This design comes from an exercise in tuning for small area, a short achievable clock period and few clock cycles per item on the open sky130 flow, not from production work.
Only simulation tests tie the RTL to the original design; equivalence was not proved.

==> config.mk <==
export PLATFORM = sky130hd
export DESIGN_NAME = muldiv_unit
export DESIGN_NICKNAME = muldiv_unit
export VERILOG_FILES = /design/flow/design.v
export SDC_FILE = /design/flow/constraint.sdc
export NUM_CORES = 4
export LEC_CHECK = 0
export ABC_AREA = 1
export CAP_MARGIN = 20
export CORE_MARGIN = 2
export CORE_UTILIZATION = 40
export SLEW_MARGIN = 20
==> constraint.sdc <==
create_clock -name core_clock -period 150.0 [get_ports {clk}]
set_input_delay 30.0000 -clock core_clock [delete_from_list [all_inputs] [get_ports {clk}]]
set_output_delay 30.0000 -clock core_clock [all_outputs]
set_load 0.01 [all_outputs]
==> design.v <==
module muldiv_unit (
    input  logic        clk,
    input  logic        rst,
    input  logic        start,
    input  logic [2:0]  op,
    input  logic [31:0] a,
    input  logic [31:0] b,
    output logic        busy,
    output logic [31:0] hi,
    output logic [31:0] lo
);
    function automatic logic [5:0] clz32(input logic [31:0] v);
        clz32 = 6'd32;
        for (int i = 0; i < 32; i++)
            if (v[i]) clz32 = 6'(31 - i);
    endfunction
    function automatic logic [31:0] cneg(input logic [31:0] x, input logic s);
        logic o;
        o = 1'b0;
        for (int i = 0; i < 32; i++) begin
            cneg[i] = x[i] ^ (s & o);
            o = o | x[i];
        end
    endfunction
    logic        busy_r, first;
    logic [3:0]  cnt;
    logic [1:0]  opr;
    logic        qneg_r, aneg_r, bneg_r;
    logic [31:0] X;
    logic [34:0] M;
    assign busy = busy_r;
    logic is_mul, sgn_mul, sgn_div, sgn;
    assign is_mul  = ~opr[1];
    assign sgn_mul = (opr == 2'd0);
    assign sgn_div = (opr == 2'd2);
    assign sgn     = sgn_mul | sgn_div;
    logic xneg, mneg;
    assign xneg = sgn_div & X[31];
    assign mneg = sgn_div & M[31];
    logic [5:0] cx, cm;
    assign cx = clz32(X ^ {32{sgn & X[31]}});
    assign cm = clz32(M[31:0] ^ {32{sgn & M[31]}});
    logic       swap;
    logic [5:0] cmax, nbits;
    logic [2:0] nd;
    assign swap  = cm > cx;
    assign cmax  = swap ? cm : cx;
    assign nbits = 6'd33 - cmax;
    always_comb begin
        nd = 3'((nbits + 6'd7) >> 3);
        if (nd > 3'd4) nd = 3'd4;
    end
    logic [5:0] lza;
    logic signed [6:0] dd;
    logic [4:0] nq;
    assign lza = xneg ? (cx - 6'd1) : cx;
    assign dd  = 7'({1'b0, cm}) - 7'({1'b0, lza});
    always_comb begin
        if (dd[6]) nq = 5'd1;
        else if (dd > 7'sd30) nq = 5'd16;
        else nq = 5'((dd + 7'sd2) >> 1);
    end
    logic bzero;
    assign bzero = (M[31:0] == 32'd0);
    logic [4:0] ntot;
    always_comb begin
        if (is_mul) ntot = {2'd0, nd};
        else if (bzero) ntot = 5'd1;
        else ntot = nq;
    end
    logic [31:0] Xa;
    assign Xa = cneg(X, xneg);
    logic [31:0] mplr0;
    logic [32:0] shin;
    logic [3:0]  shj;
    logic [34:0] shout;
    assign mplr0 = swap ? M[31:0] : X;
    assign shin  = is_mul ? {1'b0, mplr0} : {M[31:0], 1'b0};
    assign shj   = is_mul ? {nd[1:0] == 2'd0 ? 2'd0 : ~nd[1:0] + 2'd1, 2'b00} : 4'(nq - 5'd1);
    assign shout = {{2{mneg}}, shin} << {shj, 1'b0};
    logic [32:0] mcand;
    logic [31:0] mplr;
    logic [8:0]  dig;
    logic        corr;
    logic [63:0] pin, psh, pnew;
    logic [42:0] ws;
    assign mcand = first ? {sgn_mul & (swap ? X[31] : M[31]), (swap ? X : M[31:0])} : M[32:0];
    assign mplr  = first ? shout[31:0] : X;
    assign dig   = mplr[31:23];
    assign corr  = first & (cmax == 6'd0);
    assign pin   = first ? (corr ? {31'd0, mcand} : 64'd0) : {hi, lo};
    assign psh   = {pin[55:0], 8'd0};
    mdu_csa u_csa (.wp(psh[40:0]), .mc(mcand), .x(dig), .cin(1'b0), .s(ws));
    logic [22:0] up, upi, upd, unew;
    assign up = psh[63:41];
    always_comb begin
        logic ai, ad;
        ai = 1'b1;
        ad = 1'b1;
        for (int i = 0; i < 23; i++) begin
            upi[i] = up[i] ^ ai;
            upd[i] = up[i] ^ ad;
            ai = ai & up[i];
            ad = ad & ~up[i];
        end
    end
    always_comb begin
        case (ws[42:41])
            2'b01:   unew = upi;
            2'b11:   unew = upd;
            default: unew = up;
        endcase
    end
    assign pnew = {unew, ws[40:0]};
    logic [31:0] rin, qin, r1, r2, qout;
    logic [34:0] dn;
    logic        q0, q1;
    assign rin = first ? Xa : hi;
    assign dn  = first ? (shout ^ {35{~mneg}}) : M;
    assign qin = first ? 32'd0 : lo;
    logic [32:0] c0;
    logic [31:0] s0;
    logic bneg;
    assign bneg = first ? mneg : bneg_r;
    assign c0[0] = ~bneg;
    for (genvar k = 0; k < 32; k++) begin : g_r0
        mdu_fa u_fa (.a(rin[k]), .b(dn[k]), .c(c0[k]), .s(s0[k]), .co(c0[k+1]));
    end
    logic ge0;
    mdu_cmp u_cmp (.r(rin), .dn(dn[31:0]), .strict(bneg), .ge(ge0));
    assign q0 = ge0 & (&dn[34:32]);
    assign r1 = q0 ? s0 : rin;
    logic [32:0] c1;
    logic [31:0] s1;
    assign c1[0] = ~bneg;
    for (genvar k = 0; k < 32; k++) begin : g_r1
        mdu_fa u_fa (.a(r1[k]), .b(dn[k+1]), .c(c1[k]), .s(s1[k]), .co(c1[k+1]));
    end
    assign q1 = c1[32] & (&dn[34:33]);
    assign r2 = q1 ? s1 : r1;
    assign qout = {qin[29:0], q0, q1};
    logic qneg, aneg;
    assign qneg = first ? (xneg ^ mneg) : qneg_r;
    assign aneg = first ? xneg : aneg_r;
    logic last;
    assign last = first ? (ntot == 5'd1) : (cnt == 4'd1);
    always_ff @(posedge clk or negedge rst) begin
        if (!rst) begin
            first  <= 1'b0;
            busy_r <= 1'b0;
            hi     <= 32'd0;
            lo     <= 32'd0;
        end else begin
            if (!busy_r) begin
                first  <= start & ~op[2];
                busy_r <= start & ~op[2];
                if (start && op == 3'd4) hi <= a;
                if (start && op == 3'd5) lo <= a;
            end else begin
                first  <= 1'b0;
                busy_r <= ~last;
                if (is_mul) begin
                    {hi, lo} <= pnew;
                end else if (!(first && bzero)) begin
                    hi <= cneg(r2, last & aneg);
                    lo <= cneg(qout, last & qneg);
                end
            end
        end
    end
    always_ff @(posedge clk) begin
        if (!busy_r) begin
            opr <= op[1:0];
            X   <= a;
            M   <= {3'b000, b};
            cnt <= 4'd0;
        end else begin
            cnt <= first ? 4'(ntot - 5'd1) : cnt - 4'd1;
            if (first) begin
                qneg_r <= xneg ^ mneg;
                aneg_r <= xneg;
                bneg_r <= mneg;
            end
            X <= mplr << 8;
            if (is_mul) begin
                M <= {2'b00, mcand};
            end else begin
                M <= {2'b11, dn[34:2]};
            end
        end
    end
endmodule
module mdu_cmp (
    input  logic [31:0] r,
    input  logic [31:0] dn,
    input  logic        strict,
    output logic        ge
);
    logic [31:0] g0, e0;
    assign g0 = r & dn;         
    assign e0 = r ^ dn;         
    logic [15:0] g1, e1;
    logic [7:0]  g2, e2;
    logic [3:0]  g3, e3;
    logic [1:0]  g4, e4;
    for (genvar k = 0; k < 16; k++) begin : g_l1
        assign g1[k] = g0[2*k+1] | (e0[2*k+1] & g0[2*k]);
        assign e1[k] = e0[2*k+1] & e0[2*k];
    end
    for (genvar k = 0; k < 8; k++) begin : g_l2
        assign g2[k] = g1[2*k+1] | (e1[2*k+1] & g1[2*k]);
        assign e2[k] = e1[2*k+1] & e1[2*k];
    end
    for (genvar k = 0; k < 4; k++) begin : g_l3
        assign g3[k] = g2[2*k+1] | (e2[2*k+1] & g2[2*k]);
        assign e3[k] = e2[2*k+1] & e2[2*k];
    end
    for (genvar k = 0; k < 2; k++) begin : g_l4
        assign g4[k] = g3[2*k+1] | (e3[2*k+1] & g3[2*k]);
        assign e4[k] = e3[2*k+1] & e3[2*k];
    end
    assign ge = g4[1] | (e4[1] & g4[0]) | (e4[1] & e4[0] & ~strict);
endmodule
module mdu_fa (
    input  logic a,
    input  logic b,
    input  logic c,
    output logic s,
    output logic co
);
    assign s  = a ^ b ^ c;
    assign co = (a & b) | (a & c) | (b & c);
endmodule
module mdu_ha (
    input  logic a,
    input  logic b,
    output logic s,
    output logic co
);
    assign s  = a ^ b;
    assign co = a & b;
endmodule
module mdu_csa (
    input  logic [40:0] wp,
    input  logic [32:0] mc,
    input  logic [8:0] x,
    input  logic cin,
    output logic [42:0] s
);
    wire one0 = x[1] ^ x[0];
    wire two0 = (x[2] & ~x[1] & ~x[0]) | (~x[2] & x[1] & x[0]);
    wire neg0 = x[2];
    wire n1 = (one0 & mc[0]) ^ neg0;
    wire n2 = ((one0 & mc[1]) | (two0 & mc[0])) ^ neg0;
    wire n3 = ((one0 & mc[2]) | (two0 & mc[1])) ^ neg0;
    wire n4 = ((one0 & mc[3]) | (two0 & mc[2])) ^ neg0;
    wire n5 = ((one0 & mc[4]) | (two0 & mc[3])) ^ neg0;
    wire n6 = ((one0 & mc[5]) | (two0 & mc[4])) ^ neg0;
    wire n7 = ((one0 & mc[6]) | (two0 & mc[5])) ^ neg0;
    wire n8 = ((one0 & mc[7]) | (two0 & mc[6])) ^ neg0;
    wire n9 = ((one0 & mc[8]) | (two0 & mc[7])) ^ neg0;
    wire n10 = ((one0 & mc[9]) | (two0 & mc[8])) ^ neg0;
    wire n11 = ((one0 & mc[10]) | (two0 & mc[9])) ^ neg0;
    wire n12 = ((one0 & mc[11]) | (two0 & mc[10])) ^ neg0;
    wire n13 = ((one0 & mc[12]) | (two0 & mc[11])) ^ neg0;
    wire n14 = ((one0 & mc[13]) | (two0 & mc[12])) ^ neg0;
    wire n15 = ((one0 & mc[14]) | (two0 & mc[13])) ^ neg0;
    wire n16 = ((one0 & mc[15]) | (two0 & mc[14])) ^ neg0;
    wire n17 = ((one0 & mc[16]) | (two0 & mc[15])) ^ neg0;
    wire n18 = ((one0 & mc[17]) | (two0 & mc[16])) ^ neg0;
    wire n19 = ((one0 & mc[18]) | (two0 & mc[17])) ^ neg0;
    wire n20 = ((one0 & mc[19]) | (two0 & mc[18])) ^ neg0;
    wire n21 = ((one0 & mc[20]) | (two0 & mc[19])) ^ neg0;
    wire n22 = ((one0 & mc[21]) | (two0 & mc[20])) ^ neg0;
    wire n23 = ((one0 & mc[22]) | (two0 & mc[21])) ^ neg0;
    wire n24 = ((one0 & mc[23]) | (two0 & mc[22])) ^ neg0;
    wire n25 = ((one0 & mc[24]) | (two0 & mc[23])) ^ neg0;
    wire n26 = ((one0 & mc[25]) | (two0 & mc[24])) ^ neg0;
    wire n27 = ((one0 & mc[26]) | (two0 & mc[25])) ^ neg0;
    wire n28 = ((one0 & mc[27]) | (two0 & mc[26])) ^ neg0;
    wire n29 = ((one0 & mc[28]) | (two0 & mc[27])) ^ neg0;
    wire n30 = ((one0 & mc[29]) | (two0 & mc[28])) ^ neg0;
    wire n31 = ((one0 & mc[30]) | (two0 & mc[29])) ^ neg0;
    wire n32 = ((one0 & mc[31]) | (two0 & mc[30])) ^ neg0;
    wire n33 = ((one0 & mc[32]) | (two0 & mc[31])) ^ neg0;
    wire n34 = ~(((one0 & mc[32]) | (two0 & mc[32])) ^ neg0);
    wire one1 = x[3] ^ x[2];
    wire two1 = (x[4] & ~x[3] & ~x[2]) | (~x[4] & x[3] & x[2]);
    wire neg1 = x[4];
    wire n35 = (one1 & mc[0]) ^ neg1;
    wire n36 = ((one1 & mc[1]) | (two1 & mc[0])) ^ neg1;
    wire n37 = ((one1 & mc[2]) | (two1 & mc[1])) ^ neg1;
    wire n38 = ((one1 & mc[3]) | (two1 & mc[2])) ^ neg1;
    wire n39 = ((one1 & mc[4]) | (two1 & mc[3])) ^ neg1;
    wire n40 = ((one1 & mc[5]) | (two1 & mc[4])) ^ neg1;
    wire n41 = ((one1 & mc[6]) | (two1 & mc[5])) ^ neg1;
    wire n42 = ((one1 & mc[7]) | (two1 & mc[6])) ^ neg1;
    wire n43 = ((one1 & mc[8]) | (two1 & mc[7])) ^ neg1;
    wire n44 = ((one1 & mc[9]) | (two1 & mc[8])) ^ neg1;
    wire n45 = ((one1 & mc[10]) | (two1 & mc[9])) ^ neg1;
    wire n46 = ((one1 & mc[11]) | (two1 & mc[10])) ^ neg1;
    wire n47 = ((one1 & mc[12]) | (two1 & mc[11])) ^ neg1;
    wire n48 = ((one1 & mc[13]) | (two1 & mc[12])) ^ neg1;
    wire n49 = ((one1 & mc[14]) | (two1 & mc[13])) ^ neg1;
    wire n50 = ((one1 & mc[15]) | (two1 & mc[14])) ^ neg1;
    wire n51 = ((one1 & mc[16]) | (two1 & mc[15])) ^ neg1;
    wire n52 = ((one1 & mc[17]) | (two1 & mc[16])) ^ neg1;
    wire n53 = ((one1 & mc[18]) | (two1 & mc[17])) ^ neg1;
    wire n54 = ((one1 & mc[19]) | (two1 & mc[18])) ^ neg1;
    wire n55 = ((one1 & mc[20]) | (two1 & mc[19])) ^ neg1;
    wire n56 = ((one1 & mc[21]) | (two1 & mc[20])) ^ neg1;
    wire n57 = ((one1 & mc[22]) | (two1 & mc[21])) ^ neg1;
    wire n58 = ((one1 & mc[23]) | (two1 & mc[22])) ^ neg1;
    wire n59 = ((one1 & mc[24]) | (two1 & mc[23])) ^ neg1;
    wire n60 = ((one1 & mc[25]) | (two1 & mc[24])) ^ neg1;
    wire n61 = ((one1 & mc[26]) | (two1 & mc[25])) ^ neg1;
    wire n62 = ((one1 & mc[27]) | (two1 & mc[26])) ^ neg1;
    wire n63 = ((one1 & mc[28]) | (two1 & mc[27])) ^ neg1;
    wire n64 = ((one1 & mc[29]) | (two1 & mc[28])) ^ neg1;
    wire n65 = ((one1 & mc[30]) | (two1 & mc[29])) ^ neg1;
    wire n66 = ((one1 & mc[31]) | (two1 & mc[30])) ^ neg1;
    wire n67 = ((one1 & mc[32]) | (two1 & mc[31])) ^ neg1;
    wire n68 = ~(((one1 & mc[32]) | (two1 & mc[32])) ^ neg1);
    wire one2 = x[5] ^ x[4];
    wire two2 = (x[6] & ~x[5] & ~x[4]) | (~x[6] & x[5] & x[4]);
    wire neg2 = x[6];
    wire n69 = (one2 & mc[0]) ^ neg2;
    wire n70 = ((one2 & mc[1]) | (two2 & mc[0])) ^ neg2;
    wire n71 = ((one2 & mc[2]) | (two2 & mc[1])) ^ neg2;
    wire n72 = ((one2 & mc[3]) | (two2 & mc[2])) ^ neg2;
    wire n73 = ((one2 & mc[4]) | (two2 & mc[3])) ^ neg2;
    wire n74 = ((one2 & mc[5]) | (two2 & mc[4])) ^ neg2;
    wire n75 = ((one2 & mc[6]) | (two2 & mc[5])) ^ neg2;
    wire n76 = ((one2 & mc[7]) | (two2 & mc[6])) ^ neg2;
    wire n77 = ((one2 & mc[8]) | (two2 & mc[7])) ^ neg2;
    wire n78 = ((one2 & mc[9]) | (two2 & mc[8])) ^ neg2;
    wire n79 = ((one2 & mc[10]) | (two2 & mc[9])) ^ neg2;
    wire n80 = ((one2 & mc[11]) | (two2 & mc[10])) ^ neg2;
    wire n81 = ((one2 & mc[12]) | (two2 & mc[11])) ^ neg2;
    wire n82 = ((one2 & mc[13]) | (two2 & mc[12])) ^ neg2;
    wire n83 = ((one2 & mc[14]) | (two2 & mc[13])) ^ neg2;
    wire n84 = ((one2 & mc[15]) | (two2 & mc[14])) ^ neg2;
    wire n85 = ((one2 & mc[16]) | (two2 & mc[15])) ^ neg2;
    wire n86 = ((one2 & mc[17]) | (two2 & mc[16])) ^ neg2;
    wire n87 = ((one2 & mc[18]) | (two2 & mc[17])) ^ neg2;
    wire n88 = ((one2 & mc[19]) | (two2 & mc[18])) ^ neg2;
    wire n89 = ((one2 & mc[20]) | (two2 & mc[19])) ^ neg2;
    wire n90 = ((one2 & mc[21]) | (two2 & mc[20])) ^ neg2;
    wire n91 = ((one2 & mc[22]) | (two2 & mc[21])) ^ neg2;
    wire n92 = ((one2 & mc[23]) | (two2 & mc[22])) ^ neg2;
    wire n93 = ((one2 & mc[24]) | (two2 & mc[23])) ^ neg2;
    wire n94 = ((one2 & mc[25]) | (two2 & mc[24])) ^ neg2;
    wire n95 = ((one2 & mc[26]) | (two2 & mc[25])) ^ neg2;
    wire n96 = ((one2 & mc[27]) | (two2 & mc[26])) ^ neg2;
    wire n97 = ((one2 & mc[28]) | (two2 & mc[27])) ^ neg2;
    wire n98 = ((one2 & mc[29]) | (two2 & mc[28])) ^ neg2;
    wire n99 = ((one2 & mc[30]) | (two2 & mc[29])) ^ neg2;
    wire n100 = ((one2 & mc[31]) | (two2 & mc[30])) ^ neg2;
    wire n101 = ((one2 & mc[32]) | (two2 & mc[31])) ^ neg2;
    wire n102 = ~(((one2 & mc[32]) | (two2 & mc[32])) ^ neg2);
    wire one3 = x[7] ^ x[6];
    wire two3 = (x[8] & ~x[7] & ~x[6]) | (~x[8] & x[7] & x[6]);
    wire neg3 = x[8];
    wire n103 = (one3 & mc[0]) ^ neg3;
    wire n104 = ((one3 & mc[1]) | (two3 & mc[0])) ^ neg3;
    wire n105 = ((one3 & mc[2]) | (two3 & mc[1])) ^ neg3;
    wire n106 = ((one3 & mc[3]) | (two3 & mc[2])) ^ neg3;
    wire n107 = ((one3 & mc[4]) | (two3 & mc[3])) ^ neg3;
    wire n108 = ((one3 & mc[5]) | (two3 & mc[4])) ^ neg3;
    wire n109 = ((one3 & mc[6]) | (two3 & mc[5])) ^ neg3;
    wire n110 = ((one3 & mc[7]) | (two3 & mc[6])) ^ neg3;
    wire n111 = ((one3 & mc[8]) | (two3 & mc[7])) ^ neg3;
    wire n112 = ((one3 & mc[9]) | (two3 & mc[8])) ^ neg3;
    wire n113 = ((one3 & mc[10]) | (two3 & mc[9])) ^ neg3;
    wire n114 = ((one3 & mc[11]) | (two3 & mc[10])) ^ neg3;
    wire n115 = ((one3 & mc[12]) | (two3 & mc[11])) ^ neg3;
    wire n116 = ((one3 & mc[13]) | (two3 & mc[12])) ^ neg3;
    wire n117 = ((one3 & mc[14]) | (two3 & mc[13])) ^ neg3;
    wire n118 = ((one3 & mc[15]) | (two3 & mc[14])) ^ neg3;
    wire n119 = ((one3 & mc[16]) | (two3 & mc[15])) ^ neg3;
    wire n120 = ((one3 & mc[17]) | (two3 & mc[16])) ^ neg3;
    wire n121 = ((one3 & mc[18]) | (two3 & mc[17])) ^ neg3;
    wire n122 = ((one3 & mc[19]) | (two3 & mc[18])) ^ neg3;
    wire n123 = ((one3 & mc[20]) | (two3 & mc[19])) ^ neg3;
    wire n124 = ((one3 & mc[21]) | (two3 & mc[20])) ^ neg3;
    wire n125 = ((one3 & mc[22]) | (two3 & mc[21])) ^ neg3;
    wire n126 = ((one3 & mc[23]) | (two3 & mc[22])) ^ neg3;
    wire n127 = ((one3 & mc[24]) | (two3 & mc[23])) ^ neg3;
    wire n128 = ((one3 & mc[25]) | (two3 & mc[24])) ^ neg3;
    wire n129 = ((one3 & mc[26]) | (two3 & mc[25])) ^ neg3;
    wire n130 = ((one3 & mc[27]) | (two3 & mc[26])) ^ neg3;
    wire n131 = ((one3 & mc[28]) | (two3 & mc[27])) ^ neg3;
    wire n132 = ((one3 & mc[29]) | (two3 & mc[28])) ^ neg3;
    wire n133 = ((one3 & mc[30]) | (two3 & mc[29])) ^ neg3;
    wire n134 = ((one3 & mc[31]) | (two3 & mc[30])) ^ neg3;
    wire n135 = ((one3 & mc[32]) | (two3 & mc[31])) ^ neg3;
    wire n136 = ~(((one3 & mc[32]) | (two3 & mc[32])) ^ neg3);
    wire n137, n138;
    mdu_ha un137 (.a(wp[4]), .b(n5), .s(n137), .co(n138));
    wire n139, n140;
    mdu_ha un139 (.a(wp[5]), .b(n6), .s(n139), .co(n140));
    wire n141, n142;
    mdu_fa un141 (.a(wp[6]), .b(n7), .c(n39), .s(n141), .co(n142));
    wire n143, n144;
    mdu_ha un143 (.a(n71), .b(neg3), .s(n143), .co(n144));
    wire n145, n146;
    mdu_fa un145 (.a(wp[7]), .b(n8), .c(n40), .s(n145), .co(n146));
    wire n147, n148;
    mdu_ha un147 (.a(n72), .b(n104), .s(n147), .co(n148));
    wire n149, n150;
    mdu_fa un149 (.a(wp[8]), .b(n9), .c(n41), .s(n149), .co(n150));
    wire n151, n152;
    mdu_ha un151 (.a(n73), .b(n105), .s(n151), .co(n152));
    wire n153, n154;
    mdu_fa un153 (.a(wp[9]), .b(n10), .c(n42), .s(n153), .co(n154));
    wire n155, n156;
    mdu_ha un155 (.a(n74), .b(n106), .s(n155), .co(n156));
    wire n157, n158;
    mdu_fa un157 (.a(wp[10]), .b(n11), .c(n43), .s(n157), .co(n158));
    wire n159, n160;
    mdu_ha un159 (.a(n75), .b(n107), .s(n159), .co(n160));
    wire n161, n162;
    mdu_fa un161 (.a(wp[11]), .b(n12), .c(n44), .s(n161), .co(n162));
    wire n163, n164;
    mdu_ha un163 (.a(n76), .b(n108), .s(n163), .co(n164));
    wire n165, n166;
    mdu_fa un165 (.a(wp[12]), .b(n13), .c(n45), .s(n165), .co(n166));
    wire n167, n168;
    mdu_ha un167 (.a(n77), .b(n109), .s(n167), .co(n168));
    wire n169, n170;
    mdu_fa un169 (.a(wp[13]), .b(n14), .c(n46), .s(n169), .co(n170));
    wire n171, n172;
    mdu_ha un171 (.a(n78), .b(n110), .s(n171), .co(n172));
    wire n173, n174;
    mdu_fa un173 (.a(wp[14]), .b(n15), .c(n47), .s(n173), .co(n174));
    wire n175, n176;
    mdu_ha un175 (.a(n79), .b(n111), .s(n175), .co(n176));
    wire n177, n178;
    mdu_fa un177 (.a(wp[15]), .b(n16), .c(n48), .s(n177), .co(n178));
    wire n179, n180;
    mdu_ha un179 (.a(n80), .b(n112), .s(n179), .co(n180));
    wire n181, n182;
    mdu_fa un181 (.a(wp[16]), .b(n17), .c(n49), .s(n181), .co(n182));
    wire n183, n184;
    mdu_ha un183 (.a(n81), .b(n113), .s(n183), .co(n184));
    wire n185, n186;
    mdu_fa un185 (.a(wp[17]), .b(n18), .c(n50), .s(n185), .co(n186));
    wire n187, n188;
    mdu_ha un187 (.a(n82), .b(n114), .s(n187), .co(n188));
    wire n189, n190;
    mdu_fa un189 (.a(wp[18]), .b(n19), .c(n51), .s(n189), .co(n190));
    wire n191, n192;
    mdu_ha un191 (.a(n83), .b(n115), .s(n191), .co(n192));
    wire n193, n194;
    mdu_fa un193 (.a(wp[19]), .b(n20), .c(n52), .s(n193), .co(n194));
    wire n195, n196;
    mdu_ha un195 (.a(n84), .b(n116), .s(n195), .co(n196));
    wire n197, n198;
    mdu_fa un197 (.a(wp[20]), .b(n21), .c(n53), .s(n197), .co(n198));
    wire n199, n200;
    mdu_ha un199 (.a(n85), .b(n117), .s(n199), .co(n200));
    wire n201, n202;
    mdu_fa un201 (.a(wp[21]), .b(n22), .c(n54), .s(n201), .co(n202));
    wire n203, n204;
    mdu_ha un203 (.a(n86), .b(n118), .s(n203), .co(n204));
    wire n205, n206;
    mdu_fa un205 (.a(wp[22]), .b(n23), .c(n55), .s(n205), .co(n206));
    wire n207, n208;
    mdu_ha un207 (.a(n87), .b(n119), .s(n207), .co(n208));
    wire n209, n210;
    mdu_fa un209 (.a(wp[23]), .b(n24), .c(n56), .s(n209), .co(n210));
    wire n211, n212;
    mdu_ha un211 (.a(n88), .b(n120), .s(n211), .co(n212));
    wire n213, n214;
    mdu_fa un213 (.a(wp[24]), .b(n25), .c(n57), .s(n213), .co(n214));
    wire n215, n216;
    mdu_ha un215 (.a(n89), .b(n121), .s(n215), .co(n216));
    wire n217, n218;
    mdu_fa un217 (.a(wp[25]), .b(n26), .c(n58), .s(n217), .co(n218));
    wire n219, n220;
    mdu_ha un219 (.a(n90), .b(n122), .s(n219), .co(n220));
    wire n221, n222;
    mdu_fa un221 (.a(wp[26]), .b(n27), .c(n59), .s(n221), .co(n222));
    wire n223, n224;
    mdu_ha un223 (.a(n91), .b(n123), .s(n223), .co(n224));
    wire n225, n226;
    mdu_fa un225 (.a(wp[27]), .b(n28), .c(n60), .s(n225), .co(n226));
    wire n227, n228;
    mdu_ha un227 (.a(n92), .b(n124), .s(n227), .co(n228));
    wire n229, n230;
    mdu_fa un229 (.a(wp[28]), .b(n29), .c(n61), .s(n229), .co(n230));
    wire n231, n232;
    mdu_ha un231 (.a(n93), .b(n125), .s(n231), .co(n232));
    wire n233, n234;
    mdu_fa un233 (.a(wp[29]), .b(n30), .c(n62), .s(n233), .co(n234));
    wire n235, n236;
    mdu_ha un235 (.a(n94), .b(n126), .s(n235), .co(n236));
    wire n237, n238;
    mdu_fa un237 (.a(wp[30]), .b(n31), .c(n63), .s(n237), .co(n238));
    wire n239, n240;
    mdu_ha un239 (.a(n95), .b(n127), .s(n239), .co(n240));
    wire n241, n242;
    mdu_fa un241 (.a(wp[31]), .b(n32), .c(n64), .s(n241), .co(n242));
    wire n243, n244;
    mdu_ha un243 (.a(n96), .b(n128), .s(n243), .co(n244));
    wire n245, n246;
    mdu_fa un245 (.a(wp[32]), .b(n33), .c(n65), .s(n245), .co(n246));
    wire n247, n248;
    mdu_ha un247 (.a(n97), .b(n129), .s(n247), .co(n248));
    wire n249 = ~(wp[33] ^ n34);
    wire n250 = wp[33] | n34;
    wire n251, n252;
    mdu_fa un251 (.a(n66), .b(n98), .c(n130), .s(n251), .co(n252));
    wire n253 = ~(wp[34] ^ n67);
    wire n254 = wp[34] | n67;
    wire n255, n256;
    mdu_ha un255 (.a(n99), .b(n131), .s(n255), .co(n256));
    wire n257, n258;
    mdu_fa un257 (.a(wp[35]), .b(n68), .c(n100), .s(n257), .co(n258));
    wire n259 = ~wp[36];
    wire n260, n261;
    mdu_ha un260 (.a(cin), .b(wp[0]), .s(n260), .co(n261));
    wire n262, n263;
    mdu_ha un262 (.a(wp[2]), .b(n3), .s(n262), .co(n263));
    wire n264, n265;
    mdu_ha un264 (.a(wp[3]), .b(n4), .s(n264), .co(n265));
    wire n266, n267;
    mdu_fa un266 (.a(n137), .b(n37), .c(neg2), .s(n266), .co(n267));
    wire n268, n269;
    mdu_fa un268 (.a(n138), .b(n139), .c(n38), .s(n268), .co(n269));
    wire n270, n271;
    mdu_fa un270 (.a(n140), .b(n141), .c(n143), .s(n270), .co(n271));
    wire n272, n273;
    mdu_fa un272 (.a(n142), .b(n144), .c(n145), .s(n272), .co(n273));
    wire n274, n275;
    mdu_fa un274 (.a(n146), .b(n148), .c(n149), .s(n274), .co(n275));
    wire n276, n277;
    mdu_fa un276 (.a(n150), .b(n152), .c(n153), .s(n276), .co(n277));
    wire n278, n279;
    mdu_fa un278 (.a(n154), .b(n156), .c(n157), .s(n278), .co(n279));
    wire n280, n281;
    mdu_fa un280 (.a(n158), .b(n160), .c(n161), .s(n280), .co(n281));
    wire n282, n283;
    mdu_fa un282 (.a(n162), .b(n164), .c(n165), .s(n282), .co(n283));
    wire n284, n285;
    mdu_fa un284 (.a(n166), .b(n168), .c(n169), .s(n284), .co(n285));
    wire n286, n287;
    mdu_fa un286 (.a(n170), .b(n172), .c(n173), .s(n286), .co(n287));
    wire n288, n289;
    mdu_fa un288 (.a(n174), .b(n176), .c(n177), .s(n288), .co(n289));
    wire n290, n291;
    mdu_fa un290 (.a(n178), .b(n180), .c(n181), .s(n290), .co(n291));
    wire n292, n293;
    mdu_fa un292 (.a(n182), .b(n184), .c(n185), .s(n292), .co(n293));
    wire n294, n295;
    mdu_fa un294 (.a(n186), .b(n188), .c(n189), .s(n294), .co(n295));
    wire n296, n297;
    mdu_fa un296 (.a(n190), .b(n192), .c(n193), .s(n296), .co(n297));
    wire n298, n299;
    mdu_fa un298 (.a(n194), .b(n196), .c(n197), .s(n298), .co(n299));
    wire n300, n301;
    mdu_fa un300 (.a(n198), .b(n200), .c(n201), .s(n300), .co(n301));
    wire n302, n303;
    mdu_fa un302 (.a(n202), .b(n204), .c(n205), .s(n302), .co(n303));
    wire n304, n305;
    mdu_fa un304 (.a(n206), .b(n208), .c(n209), .s(n304), .co(n305));
    wire n306, n307;
    mdu_fa un306 (.a(n210), .b(n212), .c(n213), .s(n306), .co(n307));
    wire n308, n309;
    mdu_fa un308 (.a(n214), .b(n216), .c(n217), .s(n308), .co(n309));
    wire n310, n311;
    mdu_fa un310 (.a(n218), .b(n220), .c(n221), .s(n310), .co(n311));
    wire n312, n313;
    mdu_fa un312 (.a(n222), .b(n224), .c(n225), .s(n312), .co(n313));
    wire n314, n315;
    mdu_fa un314 (.a(n226), .b(n228), .c(n229), .s(n314), .co(n315));
    wire n316, n317;
    mdu_fa un316 (.a(n230), .b(n232), .c(n233), .s(n316), .co(n317));
    wire n318, n319;
    mdu_fa un318 (.a(n234), .b(n236), .c(n237), .s(n318), .co(n319));
    wire n320, n321;
    mdu_fa un320 (.a(n238), .b(n240), .c(n241), .s(n320), .co(n321));
    wire n322, n323;
    mdu_fa un322 (.a(n242), .b(n244), .c(n245), .s(n322), .co(n323));
    wire n324, n325;
    mdu_fa un324 (.a(n246), .b(n248), .c(n249), .s(n324), .co(n325));
    wire n326, n327;
    mdu_fa un326 (.a(n250), .b(n252), .c(n253), .s(n326), .co(n327));
    wire n328, n329;
    mdu_fa un328 (.a(n254), .b(n256), .c(n257), .s(n328), .co(n329));
    wire n330, n331;
    mdu_fa un330 (.a(n258), .b(n259), .c(n101), .s(n330), .co(n331));
    wire n332, n333;
    mdu_fa un332 (.a(wp[36]), .b(wp[37]), .c(n102), .s(n332), .co(n333));
    wire n334 = ~wp[38];
    wire n335, n336;
    mdu_ha un335 (.a(n260), .b(neg0), .s(n335), .co(n336));
    wire n337, n338;
    mdu_fa un337 (.a(n261), .b(wp[1]), .c(n2), .s(n337), .co(n338));
    wire n339, n340;
    mdu_fa un339 (.a(n262), .b(neg1), .c(n35), .s(n339), .co(n340));
    wire n341, n342;
    mdu_fa un341 (.a(n263), .b(n264), .c(n36), .s(n341), .co(n342));
    wire n343, n344;
    mdu_fa un343 (.a(n265), .b(n266), .c(n69), .s(n343), .co(n344));
    wire n345, n346;
    mdu_fa un345 (.a(n267), .b(n268), .c(n70), .s(n345), .co(n346));
    wire n347, n348;
    mdu_fa un347 (.a(n269), .b(n270), .c(n103), .s(n347), .co(n348));
    wire n349, n350;
    mdu_fa un349 (.a(n271), .b(n272), .c(n147), .s(n349), .co(n350));
    wire n351, n352;
    mdu_fa un351 (.a(n273), .b(n274), .c(n151), .s(n351), .co(n352));
    wire n353, n354;
    mdu_fa un353 (.a(n275), .b(n276), .c(n155), .s(n353), .co(n354));
    wire n355, n356;
    mdu_fa un355 (.a(n277), .b(n278), .c(n159), .s(n355), .co(n356));
    wire n357, n358;
    mdu_fa un357 (.a(n279), .b(n280), .c(n163), .s(n357), .co(n358));
    wire n359, n360;
    mdu_fa un359 (.a(n281), .b(n282), .c(n167), .s(n359), .co(n360));
    wire n361, n362;
    mdu_fa un361 (.a(n283), .b(n284), .c(n171), .s(n361), .co(n362));
    wire n363, n364;
    mdu_fa un363 (.a(n285), .b(n286), .c(n175), .s(n363), .co(n364));
    wire n365, n366;
    mdu_fa un365 (.a(n287), .b(n288), .c(n179), .s(n365), .co(n366));
    wire n367, n368;
    mdu_fa un367 (.a(n289), .b(n290), .c(n183), .s(n367), .co(n368));
    wire n369, n370;
    mdu_fa un369 (.a(n291), .b(n292), .c(n187), .s(n369), .co(n370));
    wire n371, n372;
    mdu_fa un371 (.a(n293), .b(n294), .c(n191), .s(n371), .co(n372));
    wire n373, n374;
    mdu_fa un373 (.a(n295), .b(n296), .c(n195), .s(n373), .co(n374));
    wire n375, n376;
    mdu_fa un375 (.a(n297), .b(n298), .c(n199), .s(n375), .co(n376));
    wire n377, n378;
    mdu_fa un377 (.a(n299), .b(n300), .c(n203), .s(n377), .co(n378));
    wire n379, n380;
    mdu_fa un379 (.a(n301), .b(n302), .c(n207), .s(n379), .co(n380));
    wire n381, n382;
    mdu_fa un381 (.a(n303), .b(n304), .c(n211), .s(n381), .co(n382));
    wire n383, n384;
    mdu_fa un383 (.a(n305), .b(n306), .c(n215), .s(n383), .co(n384));
    wire n385, n386;
    mdu_fa un385 (.a(n307), .b(n308), .c(n219), .s(n385), .co(n386));
    wire n387, n388;
    mdu_fa un387 (.a(n309), .b(n310), .c(n223), .s(n387), .co(n388));
    wire n389, n390;
    mdu_fa un389 (.a(n311), .b(n312), .c(n227), .s(n389), .co(n390));
    wire n391, n392;
    mdu_fa un391 (.a(n313), .b(n314), .c(n231), .s(n391), .co(n392));
    wire n393, n394;
    mdu_fa un393 (.a(n315), .b(n316), .c(n235), .s(n393), .co(n394));
    wire n395, n396;
    mdu_fa un395 (.a(n317), .b(n318), .c(n239), .s(n395), .co(n396));
    wire n397, n398;
    mdu_fa un397 (.a(n319), .b(n320), .c(n243), .s(n397), .co(n398));
    wire n399, n400;
    mdu_fa un399 (.a(n321), .b(n322), .c(n247), .s(n399), .co(n400));
    wire n401, n402;
    mdu_fa un401 (.a(n323), .b(n324), .c(n251), .s(n401), .co(n402));
    wire n403, n404;
    mdu_fa un403 (.a(n325), .b(n326), .c(n255), .s(n403), .co(n404));
    wire n405, n406;
    mdu_fa un405 (.a(n327), .b(n328), .c(n132), .s(n405), .co(n406));
    wire n407, n408;
    mdu_fa un407 (.a(n329), .b(n330), .c(n133), .s(n407), .co(n408));
    wire n409, n410;
    mdu_fa un409 (.a(n331), .b(n332), .c(n134), .s(n409), .co(n410));
    wire n411, n412;
    mdu_fa un411 (.a(n333), .b(n334), .c(n135), .s(n411), .co(n412));
    wire n413, n414;
    mdu_fa un413 (.a(wp[38]), .b(wp[39]), .c(n136), .s(n413), .co(n414));
    wire n415 = ~wp[40];
    wire n416, n417;
    mdu_ha un416 (.a(n335), .b(n1), .s(n416), .co(n417));
    wire n418, n419;
    mdu_fa un418 (.a(n336), .b(n337), .c(n417), .s(n418), .co(n419));
    wire n420, n421;
    mdu_fa un420 (.a(n338), .b(n339), .c(n419), .s(n420), .co(n421));
    wire n422, n423;
    mdu_fa un422 (.a(n340), .b(n341), .c(n421), .s(n422), .co(n423));
    wire n424, n425;
    mdu_fa un424 (.a(n342), .b(n343), .c(n423), .s(n424), .co(n425));
    wire n426, n427;
    mdu_fa un426 (.a(n344), .b(n345), .c(n425), .s(n426), .co(n427));
    wire n428, n429;
    mdu_fa un428 (.a(n346), .b(n347), .c(n427), .s(n428), .co(n429));
    wire n430, n431;
    mdu_fa un430 (.a(n348), .b(n349), .c(n429), .s(n430), .co(n431));
    wire n432, n433;
    mdu_fa un432 (.a(n350), .b(n351), .c(n431), .s(n432), .co(n433));
    wire n434, n435;
    mdu_fa un434 (.a(n352), .b(n353), .c(n433), .s(n434), .co(n435));
    wire n436, n437;
    mdu_fa un436 (.a(n354), .b(n355), .c(n435), .s(n436), .co(n437));
    wire n438, n439;
    mdu_fa un438 (.a(n356), .b(n357), .c(n437), .s(n438), .co(n439));
    wire n440, n441;
    mdu_fa un440 (.a(n358), .b(n359), .c(n439), .s(n440), .co(n441));
    wire n442, n443;
    mdu_fa un442 (.a(n360), .b(n361), .c(n441), .s(n442), .co(n443));
    wire n444, n445;
    mdu_fa un444 (.a(n362), .b(n363), .c(n443), .s(n444), .co(n445));
    wire n446, n447;
    mdu_fa un446 (.a(n364), .b(n365), .c(n445), .s(n446), .co(n447));
    wire n448, n449;
    mdu_fa un448 (.a(n366), .b(n367), .c(n447), .s(n448), .co(n449));
    wire n450, n451;
    mdu_fa un450 (.a(n368), .b(n369), .c(n449), .s(n450), .co(n451));
    wire n452, n453;
    mdu_fa un452 (.a(n370), .b(n371), .c(n451), .s(n452), .co(n453));
    wire n454, n455;
    mdu_fa un454 (.a(n372), .b(n373), .c(n453), .s(n454), .co(n455));
    wire n456, n457;
    mdu_fa un456 (.a(n374), .b(n375), .c(n455), .s(n456), .co(n457));
    wire n458, n459;
    mdu_fa un458 (.a(n376), .b(n377), .c(n457), .s(n458), .co(n459));
    wire n460, n461;
    mdu_fa un460 (.a(n378), .b(n379), .c(n459), .s(n460), .co(n461));
    wire n462, n463;
    mdu_fa un462 (.a(n380), .b(n381), .c(n461), .s(n462), .co(n463));
    wire n464, n465;
    mdu_fa un464 (.a(n382), .b(n383), .c(n463), .s(n464), .co(n465));
    wire n466, n467;
    mdu_fa un466 (.a(n384), .b(n385), .c(n465), .s(n466), .co(n467));
    wire n468, n469;
    mdu_fa un468 (.a(n386), .b(n387), .c(n467), .s(n468), .co(n469));
    wire n470, n471;
    mdu_fa un470 (.a(n388), .b(n389), .c(n469), .s(n470), .co(n471));
    wire n472, n473;
    mdu_fa un472 (.a(n390), .b(n391), .c(n471), .s(n472), .co(n473));
    wire n474, n475;
    mdu_fa un474 (.a(n392), .b(n393), .c(n473), .s(n474), .co(n475));
    wire n476, n477;
    mdu_fa un476 (.a(n394), .b(n395), .c(n475), .s(n476), .co(n477));
    wire n478, n479;
    mdu_fa un478 (.a(n396), .b(n397), .c(n477), .s(n478), .co(n479));
    wire n480, n481;
    mdu_fa un480 (.a(n398), .b(n399), .c(n479), .s(n480), .co(n481));
    wire n482, n483;
    mdu_fa un482 (.a(n400), .b(n401), .c(n481), .s(n482), .co(n483));
    wire n484, n485;
    mdu_fa un484 (.a(n402), .b(n403), .c(n483), .s(n484), .co(n485));
    wire n486, n487;
    mdu_fa un486 (.a(n404), .b(n405), .c(n485), .s(n486), .co(n487));
    wire n488, n489;
    mdu_fa un488 (.a(n406), .b(n407), .c(n487), .s(n488), .co(n489));
    wire n490, n491;
    mdu_fa un490 (.a(n408), .b(n409), .c(n489), .s(n490), .co(n491));
    wire n492, n493;
    mdu_fa un492 (.a(n410), .b(n411), .c(n491), .s(n492), .co(n493));
    wire n494, n495;
    mdu_fa un494 (.a(n412), .b(n413), .c(n493), .s(n494), .co(n495));
    wire n496, n497;
    mdu_fa un496 (.a(n414), .b(n415), .c(n495), .s(n496), .co(n497));
    wire n498 = ~(wp[40] ^ n497);
    wire n499 = wp[40] | n497;
    wire n500 = ~n499;
    assign s[0] = n416;
    assign s[1] = n418;
    assign s[2] = n420;
    assign s[3] = n422;
    assign s[4] = n424;
    assign s[5] = n426;
    assign s[6] = n428;
    assign s[7] = n430;
    assign s[8] = n432;
    assign s[9] = n434;
    assign s[10] = n436;
    assign s[11] = n438;
    assign s[12] = n440;
    assign s[13] = n442;
    assign s[14] = n444;
    assign s[15] = n446;
    assign s[16] = n448;
    assign s[17] = n450;
    assign s[18] = n452;
    assign s[19] = n454;
    assign s[20] = n456;
    assign s[21] = n458;
    assign s[22] = n460;
    assign s[23] = n462;
    assign s[24] = n464;
    assign s[25] = n466;
    assign s[26] = n468;
    assign s[27] = n470;
    assign s[28] = n472;
    assign s[29] = n474;
    assign s[30] = n476;
    assign s[31] = n478;
    assign s[32] = n480;
    assign s[33] = n482;
    assign s[34] = n484;
    assign s[35] = n486;
    assign s[36] = n488;
    assign s[37] = n490;
    assign s[38] = n492;
    assign s[39] = n494;
    assign s[40] = n496;
    assign s[41] = n498;
    assign s[42] = n500;
endmodule
==> flow/run.sh <==
#!/bin/bash
# Layout flow: the standard ORFS flow (standard.sh) with two changes.
#  1. Synthesis maps the logic with flow/abc_area.script, an area-oriented
#     ABC script (map -a, then buffering and sizing). Registers are mapped
#     before ABC runs, so they are exactly the standard synthesis's.
#  2. Ports are buffered with sky130_fd_sc_hd__buf_2 cells.
# Each tool's log is under orfs/logs/; make's own output is in flow_make.log.
set -euo pipefail
W=$(pwd)
rm -rf "$W/scripts_mod"
cp -r "$FLOW_HOME/scripts" "$W/scripts_mod"
cp "$W/flow/abc_area.script" "$W/scripts_mod/abc_area.script"
export SCRIPTS_DIR="$W/scripts_mod"
export BUFFER_PORTS_ARGS="-buffer_cell sky130_fd_sc_hd__buf_2"
bash "$W/standard.sh" > "$W/flow_make.log" 2>&1
==> flow/abc_area.script <==
strash
dch
map -a
topo
stime -c
buffer -c
upsize -c
dnsize -c
==> standard.sh <==
#!/bin/bash
# synth_recipe.tcl (not shown) runs the flow's synth.tcl, then flattens the netlist and writes it again
# the make line also repeats each setting of config.mk as NAME=value (left out here)
make -C /OpenROAD-flow-scripts/flow DESIGN_CONFIG=/design/flow/config.mk WORK_HOME=/design/flow/orfs CLKGATE_MAP_FILE= SYNTH_SCRIPT=/design/flow/synth_recipe.tcl "${@:-finish}"
==> results.txt <==
==> sequential cells by signal, summed over array words and instances (netlist names), 2 cells and up <==
register	count
opr	2
X	32
hi	32
cnt	4
M	34
lo	32
==> metal layers <==
layer / up-vias / track usage, % / wire (um)
met1: 11600 / 44.0 / 39900
met4: 2 / 16.9 / 5560
li1: 11100 / - / -
met3: 284 / 6.86 / 10700
met5: - / 0 / 13
met2: 1494 / 47.5 / 41100
==> cell usage after synthesis (all sizes together), types with 35 or more instances <==
| master | instances | area [um^2] |
|---|---|---|
| inv | 449 | 1690 |
| o221ai | 35 | 307 |
| clkbuf | 162 | 666 |
| o22ai | 148 | 932 |
| a31oi | 49 | 313 |
| ha | 90 | 1130 |
| dfxtp | 70 | 1400 |
| a21oi | 211 | 1100 |
| fa | 196 | 3920 |
| xor2 | 239 | 2170 |
| nor2 | 378 | 1470 |
| dfrtp | 66 | 1650 |
| nand3 | 51 | 265 |
| o21ai | 380 | 1950 |
| nand2 | 485 | 1850 |
==> path summary, 6_finish.rpt <==
check                      depth (start not counted)  slack (ns)   start     end
min                                                1        0.56  lo[30]  lo[30]
max reg2reg                                      139      119.27  opr[0]  hi[30]
min reg2reg                                        1        0.56  lo[30]  lo[30]
max                                                7      118.64   op[1]   lo[9]
min in group asynchronous                          1       29.66     rst  hi[11]
max in group asynchronous                          1      119.48     rst   first
==> cell type report <==
class,count,area [um^2]
fill,6163,32300
multi-input combinational,2514,17600
sequential,141,3210
inverter,456,1720
timing repair buffer,218,1300
tap,765,957
clock buffer,19,433
clock inverter,13,151
==> metrics by stage <==
step / utilization, % / setup WS [ns] / cells / area (um^2)
3_3_place_gp: 42.9 / 118.25 / 4094 / 24800
5_1_grt: 43.9 / 117.69 / 4126 / 25300
4_1_cts: 43.9 / 118.72 / 4126 / 25300
6_report: 43.9 / 118.64 / 4126 / 25300
2_1_floorplan: - / 118.57 / 3307 / 23300
3_5_place_dp: 42.9 / 118.21 / 4094 / 24800
==> critical path, stage by stage <==
cell	delay [ns]
sky130_fd_sc_hd__buf_2	0.10
sky130_fd_sc_hd__nor3b_1	0.28
sky130_fd_sc_hd__a21oi_1	0.16
sky130_fd_sc_hd__a21oi_4	0.14
sky130_fd_sc_hd__buf_4	0.59
sky130_fd_sc_hd__nand3_1	0.17
sky130_fd_sc_hd__o22a_1	0.22
==> logic make-up after synthesis <==
group	after synthesis	share of synthesized area, %
and+or+nand+nor	979	17.1
AOI/OAI and AO/OA	956	24.7
buffers and inverters	652	11.3
adders and majority gates	286	21.6
xor gates and xnor gates	265	10.3
DFF	141	13.7
muxes	28	1.25
==> results.txt <==
* Run status: timing/DRC/antenna clean
* Effective utilization at floorplan at 40.4%
* Iteration-0 DRC count of the detailed router at 2858
* Number of nets in the layout at 3704
* Total congestion overflow at 0
* Crit-path max FO at 64
* Final clock skew at 0.0149 ns
* Antenna violations before repair at 3
* Yosys warnings at 1
* Total wire length at 97.3 mm
* Avg Inst Size Synth at 7.06 um^2
* RSZ-0062 raised after global routing: false
* Horiz. Die Dim at 246 um
* Final Hold Vio Count at 0
* Via density per instance at 5.92
* Final setup vio count at 0
* EDFF count, synth at 5
* Min Tclk post-route at 31.36 ns
* Ys async rst share at 46.8%
* Total number of vias at 24400
* Weighted congestion reported at the end of routability-driven placement at 0.988
* F_max at 0.0319 GHz
* Leading register cell type out of synthesis: sky130_fd_sc_hd__dfxtp_1
* Global-route wire length before repair at 145 mm
* Number of global-route vias before repair at 22900
* Post-synth design cell area at 23300 um^2
* Area of the core at 57700 um^2
* Number of pins exceeding their max-slew limit in the final report at 0
* Most common cell after layout, fill and taps aside: sky130_fd_sc_hd__nand2_1
* Highest-count cells in the layout ignoring fill and taps: 477 x sky130_fd_sc_hd__nand2_1, 431 x sky130_fd_sc_hd__inv_1, 363 x sky130_fd_sc_hd__nor2_1
* Distinct cells, synth at 73
* CTS tree: done
* Max clock buf depth at 2
* Height of the die at 246 um
* CTS Hold Buffers Added at 0
* Top Ports at 135
* Number of maximum-capacitance constraint violations at 0
* Reg clk slew, reported paths at 0.08 ns
* Area growth from synthesis to layout at 8.63%
* Die footprint at 60300 um^2
* Net count after synthesis at 3663
* Period utilisation layout at 20.9%
* Clk sink count at 141
* Number of diodes at 0
* Detailed Routing Iterations Pass 1 at 8
* Per-cell routed wire length at 23.6 um
* Largest net degree at the start of global routing at 76
* Source-to-sink clock delay at the later pin of the worst-skew pair at 0.50 ns
* Sequential fraction of the synthesis area at 13.7%
* HPWL after detailed placement at 75.1 mm
* I/O Buffers at 134
* Cts bufs inserted at 17
* Num rows at 88
* Hold WC Path Type: flip-flop to flip-flop
* Fraction of layout cells with a size suffix above 1 at 10.5%
* Type of destination of the critical path: flip-flop
* Gr usage total at 32.2%
* Headroom to the max-slew limit at 29.0%
* Post-CTS setup repair buffer count at 0
* Post-Route Setup TNS at 0 ns
* Worst Path Required at 150.38 ns
* Type of the worst setup path: input pin to flip-flop
* Post-synthesis cell count at 3307
* Slew at the pin closest to its max-slew limit at 1.07 ns
* Worst hold slack at 0.555 ns
* Data arrival time of the worst path at 31.75 ns
* Kind of start point of the critical path: input pin
* DRC violation count after routing at 0
* Cells resized by post-CTS repair at 0
* CTS Root Cell: sky130_fd_sc_hd__clkbuf_16
* Post-route antenna net violation count at 0
* Number of H-tree levels at 4
* Post-synthesis sequential element count at 141
Testbench counts, summed over its fixed seeds: cycles 41,128, ops 12,000.

## re-timing with driven ports
The results above use ideal ports. As a check the final layout listed here was re-extracted and re-timed, cells and wires unchanged.
Step 1 sets driving cells, clkbuf_16 on the clock port and buf_2 on the other inputs (assumed; they add their load-dependent delay and slew).
Step 2, shift: input delay + t, output delay - t, t = (earliest + latest rising clock arrival at the registers) / 2. This alone moves slack from input paths to output paths.
Three values: no drivers, after step 1, after step 2; two values: the first two.
t, ns: 0.552
slack for setup (ns): 118.635 / 118.667 / 118.127
worst setup path after step 2: input to register
cell pins on the clock port's net: 1
After both steps setup and hold are still met in this run. For this run, drivers alone change the setup slack by +0.032 ns; drivers and shift together by -0.508 ns.
